Source: an optimization exercise on an open RTL-to-GDS flow (aim: small area, a short achievable clock period and few clock cycles per item). Production flows keep margins and buffers that such runs may drop.
Where RTL was checked, it was by simulation tests only, not by an equivalence proof against the original.

## rev 12
## ntt_core
module ntt_core (
    input  logic        clk,
    input  logic        reset,
    input  logic        load_w,
    input  logic        load_data,
    input  logic        start,
    input  logic [13:0] din,
    output logic        done,
    output logic [13:0] dout
);
Size: roughly 3500 cells after synthesis, roughly 37000 um^2 of cells after synthesis.
clock: 7.0 ns
lec_check: 0
cap_margin: 20
core_margin: 2
core_utilization: 40
cts_buf_list: sky130_fd_sc_hd__clkbuf_8
setup_slack_margin: 3.0
slew_margin: 20
run.sh (not shown) runs the stock make flow with config.mk's settings and CLKGATE_MAP_FILE= SYNTH_SCRIPT=/design/flow/synth_recipe.tcl, a recipe that flattens the netlist after the stock synthesis.
Rev 12: full flow OK, the timing, design-rule and antenna checks passed
Testbench counts of rev 12, summed over its fixed seeds: cycles 7,952, transforms 192.
Changes in rev 13 relative to rev 12:
diff --git a/flow/design.v b/flow/design.v
--- a/flow/design.v
+++ b/flow/design.v
@@ -71,55 +71,47 @@
     input  logic [13:0] a,
     input  logic [13:0] b,
     output logic [13:0] p
 );
     logic [13:0] a_r;
     logic [27:0] s_r;      
     logic [27:0] c_r;
     logic [13:0] hi_r;     
     logic [13:0] m_r;      
-    logic [1:0]  k_r;      
     logic [27:0] s_n;
     logic [27:0] c_n;
     logic [27:0] prod;
-    logic [13:0] lo;
     logic [13:0] m;
-    logic [2:0]  h;
+    logic [14:0] x;
     logic [1:0]  c;
-    logic [1:0]  kc;
-    logic [14:0] tx, ty, ux, uy;
     logic [14:0] t;
     logic [14:0] tq;
+    logic [14:0] tx, ty, ux, uy;
     mul_csa csa_i (.a(a_r), .b(b), .s(s_n), .c(c_n));
     always_comb begin
         prod = s_r + c_r;
-        lo   = prod[13:0];
-        m    = {2'(lo[1:0] * 2'd3), 12'd0} - lo;
-        h    = {1'b0, lo[13:12]} + {1'b0, lo[1:0]};
-        if (lo == 14'd0)                                           c = 2'd0;
-        else if ((h > 3'd4) || ((h == 3'd4) && (lo[11:0] != 12'd0))) c = 2'd2;
-        else                                                       c = 2'd1;
-        kc   = c + 2'(m[1] & m[0]);
+        m    = {2'(prod[1:0] * 2'd3), 12'd0} - prod[13:0];
+        x    = {1'b0, m_r} + {1'b0, 2'(m_r[1:0] * 2'd3), 12'd0};
+        c    = 2'(x != 15'd0) + 2'(x > 15'd16384);
         tx   = {1'b0, hi_r} ^ {3'b0, m_r[13:2]} ^ {2'b0, m_r[13:1]};
         ty   = {(({1'b0, hi_r} & {3'b0, m_r[13:2]}) | ({1'b0, hi_r} & {2'b0, m_r[13:1]}) |
                  ({3'b0, m_r[13:2]} & {2'b0, m_r[13:1]})), 1'b0};
         ux   = tx ^ ty ^ 15'd20479;
         uy   = {((tx & ty) | (tx & 15'd20479) | (ty & 15'd20479)), 1'b0};
-        t    = tx + ty + 15'(k_r);
-        tq   = ux + uy + 15'(k_r);
+        t    = tx + ty + 15'(m_r[1] & m_r[0]) + 15'(c);
+        tq   = ux + uy + 15'(m_r[1] & m_r[0]) + 15'(c);
     end
     always_ff @(posedge clk) begin
         a_r  <= a;
         s_r  <= s_n;
         c_r  <= c_n;
         hi_r <= prod[27:14];
         m_r  <= m;
-        k_r  <= kc;
         p    <= tq[14] ? t[13:0] : tq[13:0];
     end
 endmodule
 module mul_csa (
     input  logic [13:0] a,
     input  logic [13:0] b,
     output logic [27:0] s,
     output logic [27:0] c
 );
@@ -957,39 +949,37 @@
                 default: state <= S_IDLE;
             endcase
         end
     end
     logic       s2_sub;
     logic       s2_swap;   
     logic       s2_bu2;    
     logic       d_wr;
     logic       z_mult;
-    logic       ru_p0;     
-    logic       ru_sub;
-    logic       f_r3n;     
+    logic [1:0] ru_ph;     
     logic       en_r1;
     logic       en_r0;
     logic       en_r2;
     logic       f_hi;      
+    logic       f_r3h;
     logic       f_sub;
     logic       out_en;
     always_ff @(posedge clk) begin
         s2_sub  <= ((kn >= 5'd5) && (kn <= 5'd8)) || (kn >= 5'd13);
         s2_swap <= (kn == 5'd15);
         s2_bu2  <= (kn <= 5'd8);
         d_wr    <= (kn >= 5'd4) && (kn <= 5'd7);
-        ru_p0   <= (kn[1:0] == 2'd0);
-        ru_sub  <= ~kn[0];
-        f_r3n   <= (kn[1:0] != 2'd1);
+        ru_ph   <= kn[1:0];
         en_r1   <= (kn[1:0] == 2'd3);
         en_r0   <= (kn[1:0] == 2'd1);
         en_r2   <= (kn[1:0] == 2'd2);
         f_hi    <= kn[1] ^ 1'b1;       
+        f_r3h   <= (kn[1:0] == 2'd1);
         f_sub   <= kn[0];
         out_en  <= (kn >= 5'd10) && (kn <= 5'd25);
         case (kn)
             5'd9, 5'd10, 5'd11, 5'd13, 5'd14, 5'd15, 5'd17, 5'd18, 5'd19: z_mult <= 1'b1;
             default: z_mult <= 1'b0;
         endcase
     end
     logic [4:0] kq;
     logic [1:0] ma_sel;
@@ -1104,31 +1094,35 @@
     always_ff @(posedge clk) begin
         zd1 <= z;
         zd2 <= zd1;
         zd3 <= zd2;
         zd4 <= zd3;
     end
     logic [13:0] ru_a, ru_b, ru_y;
     logic [13:0] r0, r1, r2, r3h;
     always_comb begin
-        ru_a = ({14{en_r1 | en_r2}} & zd2) | ({14{ru_p0}} & zd3) | ({14{en_r0}} & zd1);
-        ru_b = ({14{en_r1}} & z) | ({14{ru_p0}} & zd1) | ({14{en_r0}} & zd3) | ({14{en_r2}} & zd4);
+        case (ru_ph)
+            2'd3:    begin ru_a = zd2; ru_b = z;   end    
+            2'd0:    begin ru_a = zd3; ru_b = zd1; end    
+            2'd1:    begin ru_a = zd1; ru_b = zd3; end    
+            default: begin ru_a = zd2; ru_b = zd4; end    
+        endcase
     end
-    mod_addsub ru_i (.a(ru_a), .b(ru_b), .sub(ru_sub), .y(ru_y));
+    mod_addsub ru_i (.a(ru_a), .b(ru_b), .sub(~ru_ph[0]), .y(ru_y));
     always_ff @(posedge clk) begin
         if (en_r1) r1 <= ru_y;
         if (en_r0) r0 <= ru_y;
         if (en_r2) r2 <= ru_y;
         r3h <= mp;
     end
     logic [13:0] fa, fb, fy;
     assign fa = f_hi ? r2 : r0;
-    assign fb = f_hi ? (f_r3n ? mp : r3h) : r1;
+    assign fb = f_hi ? (f_r3h ? r3h : mp) : r1;
     mod_addsub fin_i (.a(fa), .b(fb), .sub(f_sub), .y(fy));
     always_ff @(posedge clk or posedge reset) begin
         if (reset) begin
             done <= 1'b0;
             dout <= '0;
         end else begin
             done <= (k == 5'd9);
             dout <= out_en ? fy : 14'd0;
         end
[summary]
The total inserted antenna cells number comes out lower for rev 13 vs rev 12. Rev 13 has share of cell area taken by flip-flops and latches below what rev 12 had. When rev 13 is set beside rev 12, its routed wire length turns out to be about 4% larger. Count of placed standard cells including taps delta for rev 13 relative to rev 12: 63 higher. Comparing rev 13 and rev 12, area growth from synthesis to layout is lower on rev 12. Compared with rev 12, rev 13 degrades final instance area. The transition at the pin with the smallest max-transition slack of rev 13 exceeds that of rev 12 by 0.045 ns. Comparing rev 13 and rev 12, number of global-route vias before repair is higher on rev 13.
Only the layout flow was run in rev 13; the RTL was not checked for function there.


Setup of the previous run:
ntt_core, a different RTL version from the one above (not shown whole).
For scale: ~710 flip-flops, about 34 I/O pins.
==> flow/config.mk <==
export PLATFORM = sky130hd
export DESIGN_NAME = ntt_core
export DESIGN_NICKNAME = ntt_core
export VERILOG_FILES = /design/flow/design.v
export SDC_FILE = /design/flow/constraint.sdc
export NUM_CORES = 4
export LEC_CHECK = 0
export ABC_AREA = 1
export CAP_MARGIN = 20
export CORE_MARGIN = 2
export CORE_UTILIZATION = 40
export CTS_BUF_LIST = sky130_fd_sc_hd__clkbuf_8
export SETUP_SLACK_MARGIN = 3.25
export SLEW_MARGIN = 20
==> flow/constraint.sdc <==
create_clock -name core_clock -period 7.0 [get_ports {clk}]
set_input_delay 1.4000 -clock core_clock [delete_from_list [all_inputs] [get_ports {clk}]]
set_output_delay 1.4000 -clock core_clock [all_outputs]
set_load 0.01 [all_outputs]
Input-level comparison between the current run and the previous run:
diff --git a/flow/design.v b/flow/design.v
--- a/flow/design.v
+++ b/flow/design.v
@@ -66,56 +66,58 @@
     end
 endmodule
 `timescale 1ns/1ps
 module mod_mult (
     input  logic        clk,
     input  logic [13:0] a,
     input  logic [13:0] b,
     output logic [13:0] p
 );
     logic [13:0] a_r;
+    logic [13:0] b_r;
     logic [27:0] s_r;      
     logic [27:0] c_r;
     logic [13:0] hi_r;     
     logic [13:0] m_r;      
     logic [1:0]  k_r;      
     logic [27:0] s_n;
     logic [27:0] c_n;
     logic [27:0] prod;
     logic [13:0] lo;
     logic [13:0] m;
     logic [2:0]  h;
     logic [1:0]  c;
     logic [1:0]  kc;
     logic [14:0] tx, ty, ux, uy;
     logic [14:0] t;
     logic [14:0] tq;
-    mul_csa csa_i (.a(a_r), .b(b), .s(s_n), .c(c_n));
+    mul_csa csa_i (.a(a_r), .b(b_r), .s(s_n), .c(c_n));
     always_comb begin
         prod = s_r + c_r;
         lo   = prod[13:0];
         m    = {2'(lo[1:0] * 2'd3), 12'd0} - lo;
         h    = {1'b0, lo[13:12]} + {1'b0, lo[1:0]};
         if (lo == 14'd0)                                           c = 2'd0;
         else if ((h > 3'd4) || ((h == 3'd4) && (lo[11:0] != 12'd0))) c = 2'd2;
         else                                                       c = 2'd1;
         kc   = c + 2'(m[1] & m[0]);
         tx   = {1'b0, hi_r} ^ {3'b0, m_r[13:2]} ^ {2'b0, m_r[13:1]};
         ty   = {(({1'b0, hi_r} & {3'b0, m_r[13:2]}) | ({1'b0, hi_r} & {2'b0, m_r[13:1]}) |
                  ({3'b0, m_r[13:2]} & {2'b0, m_r[13:1]})), 1'b0};
         ux   = tx ^ ty ^ 15'd20479;
         uy   = {((tx & ty) | (tx & 15'd20479) | (ty & 15'd20479)), 1'b0};
         t    = tx + ty + 15'(k_r);
         tq   = ux + uy + 15'(k_r);
     end
     always_ff @(posedge clk) begin
         a_r  <= a;
+        b_r  <= b;
         s_r  <= s_n;
         c_r  <= c_n;
         hi_r <= prod[27:14];
         m_r  <= m;
         k_r  <= kc;
         p    <= tq[14] ? t[13:0] : tq[13:0];
     end
 endmodule
 module mul_csa (
     input  logic [13:0] a,
@@ -987,21 +989,20 @@
         f_sub   <= kn[0];
         out_en  <= (kn >= 5'd10) && (kn <= 5'd25);
         case (kn)
             5'd9, 5'd10, 5'd11, 5'd13, 5'd14, 5'd15, 5'd17, 5'd18, 5'd19: z_mult <= 1'b1;
             default: z_mult <= 1'b0;
         endcase
     end
     logic [4:0] kq;
     logic [1:0] ma_sel;
     logic [2:0] tw_sel;
-    logic [2:0] tw_sel_r;
     logic       conv;      
     assign kq   = ((k != 5'd0) && (k != 5'd25)) ? k + 5'd1 : 5'd0;
     assign conv = (twk <= 4'd7);
     always_comb begin
         if (kq <= 5'd4)           ma_sel = 2'd1;   
         else if (kq[1:0] == 2'd1) ma_sel = 2'd2;   
         else                      ma_sel = 2'd3;   
         case (kq)
             5'd6:    tw_sel = 3'd1;   
             5'd8:    tw_sel = 3'd4;   
@@ -1009,23 +1010,20 @@
             5'd11:   tw_sel = 3'd1;   
             5'd12:   tw_sel = 3'd2;   
             5'd14:   tw_sel = 3'd2;   
             5'd15:   tw_sel = 3'd4;   
             5'd16:   tw_sel = 3'd0;   
             default: tw_sel = 3'd3;   
         endcase
         if (conv) tw_sel = 3'd7;
     end
     always_ff @(posedge clk) begin
-        tw_sel_r <= tw_sel;
-    end
-    always_ff @(posedge clk) begin
         din_r <= din;
     end
     logic [13:0] h0, h1, h2, h3, n0, n1, n3;
     logic [13:0] lx;       
     logic [13:0] la, lc;
     logic [3:0]  l_wr;
     logic        l_hi;     
     assign l_hi = ldi_r[3];
     assign lx   = ldi_r[2] ? n1 : n0;
     mod_add ld_add_i (.a(lx), .b(din_r), .y(la));
@@ -1076,21 +1074,21 @@
         if (conv)                 ma = din;
         else if (ma_sel == 2'd1)  ma = e_nxt;
         else if (ma_sel == 2'd2)  ma = t_r;
         else                      ma = y_n;
     end
     twiddle_ram tw_i (
         .clk    (clk),
         .wr_en  ((twk >= 4'd4) && (twk <= 4'd11)),
         .wr_idx (3'(twk - 4'd4)),
         .wr_data(mp),
-        .rd_sel (tw_sel_r),
+        .rd_sel (tw_sel),
         .rd_data(mb)
     );
     mod_mult mult_i (
         .clk(clk),
         .a  (ma),
         .b  (mb),
         .p  (mp)
     );
     logic [13:0] yd1, yd2, yd3;
     always_ff @(posedge clk) begin
[summary]
Across the previous run and the current run, the outcome is the same: a clean finish for every run. The previous run → the current run: count of plain and timing-repair buffers in the layout lost about 50%, routed via count lost 1120, filler cell count picked up an extra 255, design area lost 3.9%, first-iteration DRC count lost 226. When the current run is set beside the previous run, its global-route usage turns out to be 0.48 points smaller. Sequential share of layout area in the current run vs the previous run: up 1.8 points. The current run vs the previous run: fraction of the mapped netlist area in compound gates down. The current run ended up with r2[3] as its end point of the critical path; the previous run ended up with mult_i.c_r[15].
Testbench counts of the current run, summed over its fixed seeds: cycles 7,952, transforms 192.
No functional check of the RTL was part of the previous run.

separate check: timing with driven ports:
The results above use ideal ports. As a check the final layouts listed here were re-extracted and re-timed, cells and wires unchanged.
Step 1 assumes that a clkbuf_16 drives the clock port and a buf_2 every other input.
Step 2 also shifts input and output timing later by t, the mid clock arrival at the registers, as if the neighbouring blocks saw the same clock.
Three values: no drivers, after step 1, after step 2; two values: the first two.
run | t (ns) | setup WS [ns] | slew at the worst register clock pin (ns)
rev 12 | 0.788 | 2.538 / 2.538 / 2.538 | 0.07 / 0.07
rev 13 | 0.778 | 2.217 / 2.217 / 2.217 | 0.07 / 0.07
the previous run | 0.772 | 2.817 / 2.817 / 2.817 | 0.08 / 0.08
the current run | 0.823 | 3.362 / 3.362 / 2.816 | 0.07 / 0.07
After both steps setup and hold are still met in every run listed. The setup slack of the current run, which loses most, moves by 0.000 ns with the drivers and by -0.546 ns with both steps.
